Source: an optimization exercise on an open RTL-to-GDS flow (aim: small area, a short achievable clock period and few clock cycles per item). Production flows keep margins and buffers that such runs may drop. Where RTL was checked, it was by simulation tests only, not by an equivalence proof against the original. No activity file was given, so power comes from the tool's default toggle rates.

==> flow/design.v <==
package sidu_pkg;
  localparam int unsigned IdW  = 64;
  localparam int unsigned CidW = 16;
  localparam int unsigned ThrW = 14;
  localparam int unsigned GenW = 48;
  localparam logic [CidW-1:0] IdSpan   = 16'hFFFF;
  localparam logic [ThrW-1:0] GapReset = 14'd1500;
endpackage
module sidu_flags (
  input  logic [13:0] thr_i,
  input  logic [15:0] cid_i,
  output logic [2:0]  flags_o,     
  output logic [16:0] v1_o
);
  assign flags_o = {cid_i > ~{2'b00, thr_i}, cid_i > {2'b00, thr_i}, cid_i < {1'b0, thr_i, 1'b0}};
  assign v1_o    = {1'b0, cid_i} + 17'h0FFFF;
endmodule
module sidu_step (
  input  logic [13:0] thr_i,
  input  logic [15:0] head_i,
  input  logic [63:0] lid_i,
  input  logic [16:0] blo_i,
  input  logic        db_i,
  input  logic [16:0] r_i,
  input  logic        cr_i,
  input  logic [15:0] cid_i,
  input  logic        wrap_i,      
  input  logic        adv_i,       
  input  logic [16:0] v1_i,        
  output logic        ok_o,
  output logic        head_we_o,
  output logic [63:0] lid_o,
  output logic [16:0] blo_o,
  output logic        db_o,
  output logic [16:0] r_o,
  output logic        cr_o
);
  logic        wrap, adv, raise, gt, cv, cb, bones;
  logic [16:0] v, r65;
  logic [17:0] sv, blo65;
  logic [18:0] lo, hi_d;
  logic [46:0] hi, x;
  logic [47:0] pre;
  always_comb begin
    wrap = wrap_i;
    adv  = adv_i;
    v    = wrap ? v1_i : {1'b0, cid_i};
    lo   = {2'b00, v} + {5'b00000, thr_i} - {2'b00, r_i};
    hi_d = {2'b00, r_i} + {5'b00000, thr_i} - {2'b00, v};
    ok_o = !lo[18] && !hi_d[18];
    gt   = v > r_i;
    blo65 = {1'b0, blo_i} + 18'h0FFFF;         
    cb    = blo65[17];
    sv    = {1'b0, blo_i} + {1'b0, v};
    cv    = sv[17];
    hi    = lid_i[63:17];
    x     = hi ^ {47{db_i}};
    pre[0] = 1'b1;
    for (int i = 1; i <= 47; i++) pre[i] = pre[i-1] & x[i-1];
    bones = pre[47];                           
    raise = gt ^ (bones & (cv ^ cr_i));
    lid_o = {hi ^ ({47{db_i ^ cv}} & pre[46:0]), sv[16:0]};
    blo_o = adv ? blo65[16:0] : blo_i;
    db_o  = cv & ~(adv & cb);
    r65   = r_i + 17'h10001;                   
    if (raise) r_o = (wrap && !adv) ? v1_i : {1'b0, cid_i};
    else       r_o = adv ? r65 : r_i;
    cr_o      = (raise ? cv : cr_i) & ~(adv & cb);
    head_we_o = adv || (cid_i > head_i);
  end
endmodule
module sidu_core (
  input  logic                          clk_i,
  input  logic                          rst_ni,
  input  logic                          step_i,
  output logic                          busy_o,
  input  logic [sidu_pkg::CidW-1:0]     cid_i,
  input  logic                          wrap_i,
  input  logic                          adv_i,
  input  logic                          hwc_i,
  input  logic [16:0]                   v1_i,
  output logic                          hw_d_o,
  output logic [sidu_pkg::ThrW-1:0]     thr_o,
  input  logic                          cfg_we_i,
  input  logic [sidu_pkg::ThrW-1:0]     cfg_data_i,
  input  logic                          ld_we_i,
  input  logic [sidu_pkg::GenW-1:0]     ld_gen_i,
  output logic                          acc_o,
  output logic [sidu_pkg::IdW-1:0]      id_o
);
  logic [13:0] thr_q;
  logic [15:0] head_q;
  logic        hw_q, hw_d;
  logic [63:0] lidn_q, lid_s, lid;    
  logic [16:0] blo_q, blo_s;
  logic        db_q, db_s;
  logic [16:0] r_q, r_s;
  logic        cr_q, cr_s;
  logic        accn_q, ok, head_we, cfix_q;    
  logic        busy_q, zero_q, cy_q;
  logic [3:0]  cnt_q, fa, fb;
  logic [4:0]  fs;
  sidu_step u_step (
    .thr_i     (thr_q),
    .head_i    (head_q),
    .lid_i     (lid),
    .blo_i     (blo_q),
    .db_i      (db_q),
    .r_i       (r_q),
    .cr_i      (cr_q),
    .cid_i     (cid_i),
    .wrap_i    (wrap_i),
    .adv_i     (adv_i),
    .v1_i      (v1_i),
    .ok_o      (ok),
    .head_we_o (head_we),
    .lid_o     (lid_s),
    .blo_o     (blo_s),
    .db_o      (db_s),
    .r_o       (r_s),
    .cr_o      (cr_s)
  );
  always_comb begin
    if (ld_we_i)                          hw_d = 1'b0;
    else if (busy_q)                      hw_d = hw_q;
    else if (cfix_q)                      hw_d = head_q > ~{2'b00, thr_q};
    else if (step_i && ok && head_we)     hw_d = hwc_i;
    else                                  hw_d = hw_q;
  end
  assign lid = ~lidn_q;
  always_comb begin
    fa = (zero_q || cnt_q < 4'd4)  ? 4'h0 : lid[3:0];
    fb = (zero_q || cnt_q >= 4'd12) ? 4'hF : ~lid[19:16];
    fs = {1'b0, fa} + {1'b0, fb} + {4'd0, cy_q};
  end
  always_ff @(posedge clk_i or negedge rst_ni) begin
    if (!rst_ni) begin
      thr_q  <= sidu_pkg::GapReset;
      head_q <= '0;
      hw_q   <= 1'b0;
      r_q    <= 17'd1;
      cfix_q <= 1'b0;
      busy_q <= 1'b1;
      zero_q <= 1'b1;
      cnt_q  <= '0;
      cy_q   <= 1'b0;
    end else begin
      cfix_q <= cfg_we_i;
      hw_q   <= hw_d;
      if (cfg_we_i) thr_q <= cfg_data_i;
      if (ld_we_i) begin
        head_q <= '0;
        r_q    <= 17'd1;
        busy_q <= 1'b1;
        zero_q <= 1'b0;
        cnt_q  <= '0;
        cy_q   <= 1'b0;
      end else if (busy_q) begin
        cnt_q  <= cnt_q + 4'd1;
        cy_q   <= fs[4];
        busy_q <= (cnt_q != 4'd15);
      end else if (step_i && ok) begin
        if (head_we) head_q <= cid_i;
        r_q <= r_s;
      end
    end
  end
  always_ff @(posedge clk_i) begin
    if (ld_we_i) begin
      lidn_q[63:16] <= ~ld_gen_i;
    end else if (busy_q) begin
      lidn_q <= ~{fs[3:0], lid[63:4]};
      if (cnt_q == 4'd15) begin
        blo_q <= lid[20:4];
        db_q  <= 1'b0;
        cr_q  <= &lid[20:4];                   
      end
    end else if (step_i && ok) begin
      lidn_q <= ~lid_s;
      blo_q <= blo_s;
      db_q  <= db_s;
      cr_q  <= cr_s;
    end
    if (step_i) accn_q <= !ok;
  end
  assign busy_o = busy_q;
  assign hw_d_o = hw_d;
  assign thr_o  = thr_q;
  assign acc_o  = !accn_q;
  assign id_o   = ~(lidn_q | {64{accn_q}});
endmodule
module sequence_id_unwrapper (
  input  logic                          clk_i,
  input  logic                          rst_ni,
  input  logic                          cfg_valid_i,
  output logic                          cfg_ready_o,
  input  logic [sidu_pkg::ThrW-1:0]     gap_threshold_i,
  input  logic                          gen_load_i,
  input  logic [sidu_pkg::GenW-1:0]     gen_value_i,
  input  logic                          in_valid_i,
  output logic                          in_ready_o,
  input  logic [sidu_pkg::CidW-1:0]     compressed_id_i,
  output logic                          out_valid_o,
  input  logic                          out_ready_i,
  output logic                          accepted_o,
  output logic [sidu_pkg::IdW-1:0]      full_id_o
);
  logic                      a_vld_q, b_free_q, out_vld_q;
  logic [sidu_pkg::CidW-1:0] a_cid_q, b_cid_q, a_cid_d;
  logic [2:0]                a_flg_q, a_flg_d, flg;
  logic                      wrap_q, adv_q, wrap_d, hw_d;
  logic [16:0]               a_v1_q, a_v1_d;
  logic [sidu_pkg::ThrW-1:0] thr;
  logic                      step, a_free, take, busy;
  assign take        = in_valid_i && b_free_q;
  assign step        = a_vld_q && !busy && (!out_vld_q || out_ready_i);
  assign a_free      = !a_vld_q || step;
  assign in_ready_o  = b_free_q;
  assign cfg_ready_o = 1'b1;
  assign a_cid_d     = b_free_q ? compressed_id_i : b_cid_q;
  assign flg         = a_free ? a_flg_d : a_flg_q;
  assign wrap_d      = hw_d && flg[0];
  sidu_flags u_flags (
    .thr_i   (thr),
    .cid_i   (a_cid_d),
    .flags_o (a_flg_d),
    .v1_o    (a_v1_d)
  );
  sidu_core u_core (
    .clk_i      (clk_i),
    .rst_ni     (rst_ni),
    .step_i     (step),
    .busy_o     (busy),
    .cid_i      (a_cid_q),
    .wrap_i     (wrap_q),
    .adv_i      (adv_q),
    .hwc_i      (a_flg_q[2]),
    .v1_i       (a_v1_q),
    .hw_d_o     (hw_d),
    .thr_o      (thr),
    .cfg_we_i   (cfg_valid_i),
    .cfg_data_i (gap_threshold_i),
    .ld_we_i    (gen_load_i),
    .ld_gen_i   (gen_value_i),
    .acc_o      (accepted_o),
    .id_o       (full_id_o)
  );
  always_ff @(posedge clk_i or negedge rst_ni) begin
    if (!rst_ni) begin
      a_vld_q   <= 1'b0;
      b_free_q  <= 1'b1;
      out_vld_q <= 1'b0;
    end else begin
      if (a_free) begin
        a_vld_q  <= !b_free_q || take;
        b_free_q <= 1'b1;
      end else if (take) begin
        b_free_q <= 1'b0;
      end
      if (step) begin
        out_vld_q <= 1'b1;
      end else if (out_ready_i) begin
        out_vld_q <= 1'b0;
      end
    end
  end
  always_ff @(posedge clk_i) begin
    wrap_q <= wrap_d;
    adv_q  <= wrap_d && flg[1];
    if (a_free) begin
      a_cid_q <= a_cid_d;
      a_flg_q <= a_flg_d;
      a_v1_q  <= a_v1_d;
    end
    if (!a_free && take) b_cid_q <= compressed_id_i;
  end
  assign out_valid_o = out_vld_q;
endmodule
clock: 10.0 ns
lec_check: 0
cap_margin: 20
core_margin: 2
core_utilization: 40
setup_slack_margin: 5
slew_margin: 20
tns_end_percent: 10
standard.sh (not shown) runs the stock make flow with config.mk's settings and CLKGATE_MAP_FILE= SYNTH_SCRIPT=/design/flow/synth_recipe.tcl, a recipe that flattens the netlist after the stock synthesis.
==> flow/flow/run.sh <==
#!/bin/bash
# Layout flow: the standard layout (standard.sh: the standard synthesis and ORFS steps,
# unchanged), with two make settings added:
#  - the buffer that placement puts on every input and output port is a plain buf_1 cell
#    instead of the resizer's default choice (a delay buffer);
set -euo pipefail
MARGIN=6
export BUFFER_PORTS_ARGS="-buffer_cell sky130_fd_sc_hd__buf_1"
bash standard.sh "BUFFER_PORTS_ARGS=$BUFFER_PORTS_ARGS" "SETUP_SLACK_MARGIN=$MARGIN" finish \
  > standard.log 2>&1
Testbench counts at the start, summed over its fixed seeds: cycles 80,176, items 80,000.
==> next run, changes <==
--- a/flow/design.v
+++ b/flow/design.v
@@ -202,43 +202,43 @@
   input  logic [sidu_pkg::CidW-1:0]     compressed_id_i,
   output logic                          out_valid_o,
   input  logic                          out_ready_i,
   output logic                          accepted_o,
   output logic [sidu_pkg::IdW-1:0]      full_id_o
 );
-  logic                      a_vld_q, b_free_q, out_vld_q;
-  logic [sidu_pkg::CidW-1:0] a_cid_q, b_cid_q, a_cid_d;
-  logic [2:0]                a_flg_q, a_flg_d, flg;
+  logic                      a_vld_q, b_free_q, c_vld_q, out_vld_q;
+  logic [sidu_pkg::CidW-1:0] a_cid_q, b_cid_q, c_cid_q;
+  logic [2:0]                c_flg_q, c_flg_d, flg;
   logic                      wrap_q, adv_q, wrap_d, hw_d;
-  logic [16:0]               a_v1_q, a_v1_d;
+  logic [16:0]               c_v1_q, c_v1_d;
   logic [sidu_pkg::ThrW-1:0] thr;
-  logic                      step, a_free, take, busy;
+  logic                      step, a_free, c_free, take, busy;
   assign take        = in_valid_i && b_free_q;
-  assign step        = a_vld_q && !busy && (!out_vld_q || out_ready_i);
-  assign a_free      = !a_vld_q || step;
+  assign step        = c_vld_q && !busy && (!out_vld_q || out_ready_i);
+  assign c_free      = !c_vld_q || step;
+  assign a_free      = !a_vld_q || c_free;
   assign in_ready_o  = b_free_q;
   assign cfg_ready_o = 1'b1;
-  assign a_cid_d     = b_free_q ? compressed_id_i : b_cid_q;
-  assign flg         = a_free ? a_flg_d : a_flg_q;
+  assign flg         = c_free ? c_flg_d : c_flg_q;
   assign wrap_d      = hw_d && flg[0];
   sidu_flags u_flags (
     .thr_i   (thr),
-    .cid_i   (a_cid_d),
-    .flags_o (a_flg_d),
-    .v1_o    (a_v1_d)
+    .cid_i   (a_cid_q),
+    .flags_o (c_flg_d),
+    .v1_o    (c_v1_d)
   );
   sidu_core u_core (
     .clk_i      (clk_i),
     .rst_ni     (rst_ni),
     .step_i     (step),
     .busy_o     (busy),
-    .cid_i      (a_cid_q),
+    .cid_i      (c_cid_q),
     .wrap_i     (wrap_q),
     .adv_i      (adv_q),
-    .hwc_i      (a_flg_q[2]),
-    .v1_i       (a_v1_q),
+    .hwc_i      (c_flg_q[2]),
+    .v1_i       (c_v1_q),
     .hw_d_o     (hw_d),
     .thr_o      (thr),
     .cfg_we_i   (cfg_valid_i),
     .cfg_data_i (gap_threshold_i),
     .ld_we_i    (gen_load_i),
     .ld_gen_i   (gen_value_i),
@@ -246,33 +246,36 @@
     .id_o       (full_id_o)
   );
   always_ff @(posedge clk_i or negedge rst_ni) begin
     if (!rst_ni) begin
       a_vld_q   <= 1'b0;
       b_free_q  <= 1'b1;
+      c_vld_q   <= 1'b0;
       out_vld_q <= 1'b0;
     end else begin
       if (a_free) begin
         a_vld_q  <= !b_free_q || take;
         b_free_q <= 1'b1;
       end else if (take) begin
         b_free_q <= 1'b0;
       end
+      if (c_free) c_vld_q <= a_vld_q;
       if (step) begin
         out_vld_q <= 1'b1;
       end else if (out_ready_i) begin
         out_vld_q <= 1'b0;
       end
     end
   end
   always_ff @(posedge clk_i) begin
     wrap_q <= wrap_d;
     adv_q  <= wrap_d && flg[1];
-    if (a_free) begin
-      a_cid_q <= a_cid_d;
-      a_flg_q <= a_flg_d;
-      a_v1_q  <= a_v1_d;
-    end
+    if (c_free) begin
+      c_cid_q <= a_cid_q;
+      c_flg_q <= c_flg_d;
+      c_v1_q  <= c_v1_d;
+    end
+    if (a_free) a_cid_q <= b_free_q ? compressed_id_i : b_cid_q;
     if (!a_free && take) b_cid_q <= compressed_id_i;
   end
   assign out_valid_o = out_vld_q;
 endmodule
Result: The changed run went through all stages and came out clean. Routed wire length goes up slightly. Via count stays flat. Power goes up by a quarter to a third. Worst hold slack loses 0.020 ns. Design area goes up slightly. Core utilization goes down by 0.27 points.
No functional check of the RTL was part of the second run of this note.

==> re-timing with driven ports <==
How much do the figures lean on ideal ports? The routed layouts below were timed once more, with nothing changed but the port constraints. Step 1 sets driving cells, clkbuf_16 on the clock port and buf_2 on the other inputs (assumed; they add their load-dependent delay and slew). Step 2 times the ports against the registers' clock, not the clock port: input delays grow and output delays shrink by t, the midpoint of the rising clock arrivals with the driver on. Three values: ideal, step 1, step 2; two values: the first two.
run | shift t [ns] | setup slack, ns | worst hold slack (ns) | clock arrival spread, ns
the first run | 0.512 | 6.045 / 6.069 / 5.558 | 0.489 / 0.489 / 0.489 | 0.017 / 0.017
the second run | 0.599 | 6.036 / 6.043 / 5.467 | 0.469 / 0.469 / 0.469 | 0.019 / 0.018
After both steps setup and hold are still met in every run listed. For the second run, which loses most, drivers alone change the setup slack by +0.007 ns; drivers and shift together by -0.569 ns.
